What follows belongs to an exercise in optimizing a design on an open flow for small area, a short achievable clock period and few clock cycles; a production flow would make more cautious choices.
At most, simulation tests tie the RTL to the original design; equivalence was not proved.
Power is estimated from default activity; no workload was simulated.

// buffet_top
module buffet_top (
    input  logic                  clk,
    input  logic                  nreset_i,
    input  logic                  push_valid_i,
    input  buffet_pkg::data_t     push_data_i,
    input  logic                  credit_req_i,
    output logic                  credit_valid_o,
    output buffet_pkg::count_t    credit_o,
    input  logic                  read_valid_i,
    input  buffet_pkg::read_req_t read_req_i,
    output logic                  read_ready_o,
    output logic                  read_data_valid_o,
    output buffet_pkg::data_t     read_data_o,
    input  logic                  read_data_ready_i,
    input  logic                  update_valid_i,
    input  buffet_pkg::idx_t      update_offset_i,
    input  buffet_pkg::data_t     update_data_i
);
Settings: LEC_CHECK=0, ABC_CLOCK_PERIOD_IN_PS=2200, CAP_MARGIN=20, CORE_MARGIN=2, CORE_UTILIZATION=62, CTS_CLUSTER_DIAMETER=80, CTS_CLUSTER_SIZE=20, SETUP_SLACK_MARGIN=2.25, SLEW_MARGIN=20; clock period 4.4 ns.
standard.sh (not shown) runs the stock make flow with config.mk's settings and CLKGATE_MAP_FILE= SYNTH_SCRIPT=/design/flow/synth_recipe.tcl, a recipe that flattens the netlist after the stock synthesis.
==> flow/flow/run.sh <==
#!/bin/bash
# The standard layout, with three changes to how it is made: adders
# are left to ABC as plain gates (no full/half adder cells), sizing may
# change a cell's footprint, and the port buffers are buf_4 cells.
# make's output goes to make.log; each ORFS step keeps its own log under
# orfs/logs
set -euo pipefail
bash standard.sh ADDER_MAP_FILE= MATCH_CELL_FOOTPRINT=0 \
    "BUFFER_PORTS_ARGS=-buffer_cell sky130_fd_sc_hd__buf_4" finish > make.log 2>&1
Testbench counts at the start, summed over its fixed seeds: cycles 9,660.
Edit:
--- a/flow/config.mk
+++ b/flow/config.mk
@@ -11 +11 @@
-export CORE_UTILIZATION = 62
+export CORE_UTILIZATION = 65
@@ -13,2 +13,2 @@
-export CTS_CLUSTER_SIZE = 20
-export SETUP_SLACK_MARGIN = 2.25
+export CTS_CLUSTER_SIZE = 24
+export SETUP_SLACK_MARGIN = 2.3
Result: Global-route usage is higher by 1.6 points; synthesized cell count stays the same; cell area climbs slightly; via count increases slightly.
Edit:
--- a/flow/config.mk
+++ b/flow/config.mk
@@ -11 +11 @@
-export CORE_UTILIZATION = 65
+export CORE_UTILIZATION = 60
@@ -14 +14 @@
-export SETUP_SLACK_MARGIN = 2.3
+export SETUP_SLACK_MARGIN = 2.2
Outcome: The new run passed the timing, DRC and antenna checks; count of clock-buffer cells in the layout went up by 4; final area went down by 1.7%; routed wire length stays flat; synthesized area stays the same; worst setup slack is about the same; non-clock buffer count went down by 21; worst hold slack gets better by 6.5 ps; sequential power is about the same; via count went down by 1.7%.

buffet_top, a different RTL version from the one above (not shown whole).
Size in the first run: about 120 I/O pins.
## buffet_top
module buffet_top (
    input  logic                  clk,
    input  logic                  nreset_i,
    input  logic                  push_valid_i,
    input  buffet_pkg::data_t     push_data_i,
    input  logic                  credit_req_i,
    output logic                  credit_valid_o,
    output buffet_pkg::count_t    credit_o,
    input  logic                  read_valid_i,
    input  buffet_pkg::read_req_t read_req_i,
    output logic                  read_ready_o,
    output logic                  read_data_valid_o,
    output buffet_pkg::data_t     read_data_o,
    input  logic                  read_data_ready_i,
    input  logic                  update_valid_i,
    input  buffet_pkg::idx_t      update_offset_i,
    input  buffet_pkg::data_t     update_data_i
);
    buffet_pkg::count_t head;
    buffet_pkg::count_t tail;
    logic shrink;
    buffet_pkg::idx_t shrink_amount;
    logic alloc;
    logic [buffet_pkg::DEPTH-1:0] pend;
    buffet_pkg::idx_t ram_rd_idx;
    buffet_pkg::data_t ram_rd_data;
    buffet_pkg::wr_port_t push_wr;
    buffet_pkg::wr_port_t update_wr;
    buffet_window u_window (
        .clk             (clk),
        .nreset_i        (nreset_i),
        .push_valid_i    (push_valid_i),
        .credit_req_i    (credit_req_i),
        .shrink_i        (shrink),
        .shrink_amount_i (shrink_amount),
        .head_o          (head),
        .tail_o          (tail),
        .credit_valid_o  (credit_valid_o),
        .credit_o        (credit_o)
    );
    always_comb begin
        push_wr.en = push_valid_i;
        push_wr.idx = tail[buffet_pkg::ADDR_W-1:0];
        push_wr.data = push_data_i;
    end
    buffet_update_tracker u_tracker (
        .clk             (clk),
        .nreset_i        (nreset_i),
        .update_valid_i  (update_valid_i),
        .update_offset_i (update_offset_i),
  ...
export LEC_CHECK = 0
export ABC_CLOCK_PERIOD_IN_PS = 2000
export CAP_MARGIN = 20
export CORE_MARGIN = 2
export CORE_UTILIZATION = 40
export SLEW_MARGIN = 20
create_clock -name core_clock -period 4.4 [get_ports {clk}]
run.sh (not shown) runs the stock make flow with config.mk's settings and CLKGATE_MAP_FILE= SYNTH_SCRIPT=/design/flow/synth_recipe.tcl, a recipe that flattens the netlist after the stock synthesis.
Stock flow here: none of the scripts above is used.
The first run finished clean.
Rerun with:
--- a/flow/config.mk
+++ b/flow/config.mk
@@ -11,2 +11,3 @@
 export CORE_UTILIZATION = 40
+export SETUP_SLACK_MARGIN = 2.3
 export SLEW_MARGIN = 20
After rerunning:
- non-clock buffer count rose by 315
- combinational power rose by well over a third
- setup slack gets better by 0.89 ns
- synthesized cell count stays the same
- cell area rose by about a fifth
- clock power rose slightly
- core utilization rose by 9.5 points
- worst hold slack gets worse by 0.0040 ns
- register-to-register slack gets better by 0.62 ns
No run of this note included a check of the RTL's function; only the layout flow was run.

==> static timing again, ports no longer ideal <==
Ports are ideal in the flow. The routed layouts listed here were re-timed in OpenROAD.
Step 1 (the two cells are an assumption about what drives the block):
set clk [get_ports {clk}]
set_driving_cell -lib_cell sky130_fd_sc_hd__clkbuf_16 $clk
set_driving_cell -lib_cell sky130_fd_sc_hd__buf_2 [delete_from_list [all_inputs] $clk]
Step 2 moves the port delays by t, midway between the first and last clock arrival at a register: inputs arrive t later, outputs are due t later. That takes back most of the time a late clock gives input paths.
Three values: no drivers, after step 1, after step 2; two values: the first two.
run | t, ns | slack for setup (ns) | hold slack, ns | worst setup path after step 2 | clock arrival spread, ns
the first run of note 1 | 0.649 | 2.124 / 2.124 / 1.536 | 0.257 / 0.221 / 0.496 | input to register | 0.017 / 0.017
the second run of note 1 | 0.642 | 2.212 / 2.078 / 1.436 | 0.260 / 0.221 / 0.501 | input to register | 0.016 / 0.016
the third run of note 1 | 0.640 | 2.213 / 2.156 / 1.649 | 0.266 / 0.232 / 0.496 | input to register | 0.026 / 0.026
the first run of note 2 | 0.661 | 0.838 / 0.874 / 0.214 | 0.498 / 0.498 / 0.498 | input to register | 0.029 / 0.029
the second run of note 2 | 0.681 | 1.728 / 1.728 / 1.141 | 0.494 / 0.494 / 0.494 | input to register | 0.030 / 0.031
After both steps every run listed still meets setup and hold. The setup slack of the second run of note 1, which loses most, moves by -0.134 ns with the drivers and by -0.776 ns with both steps.
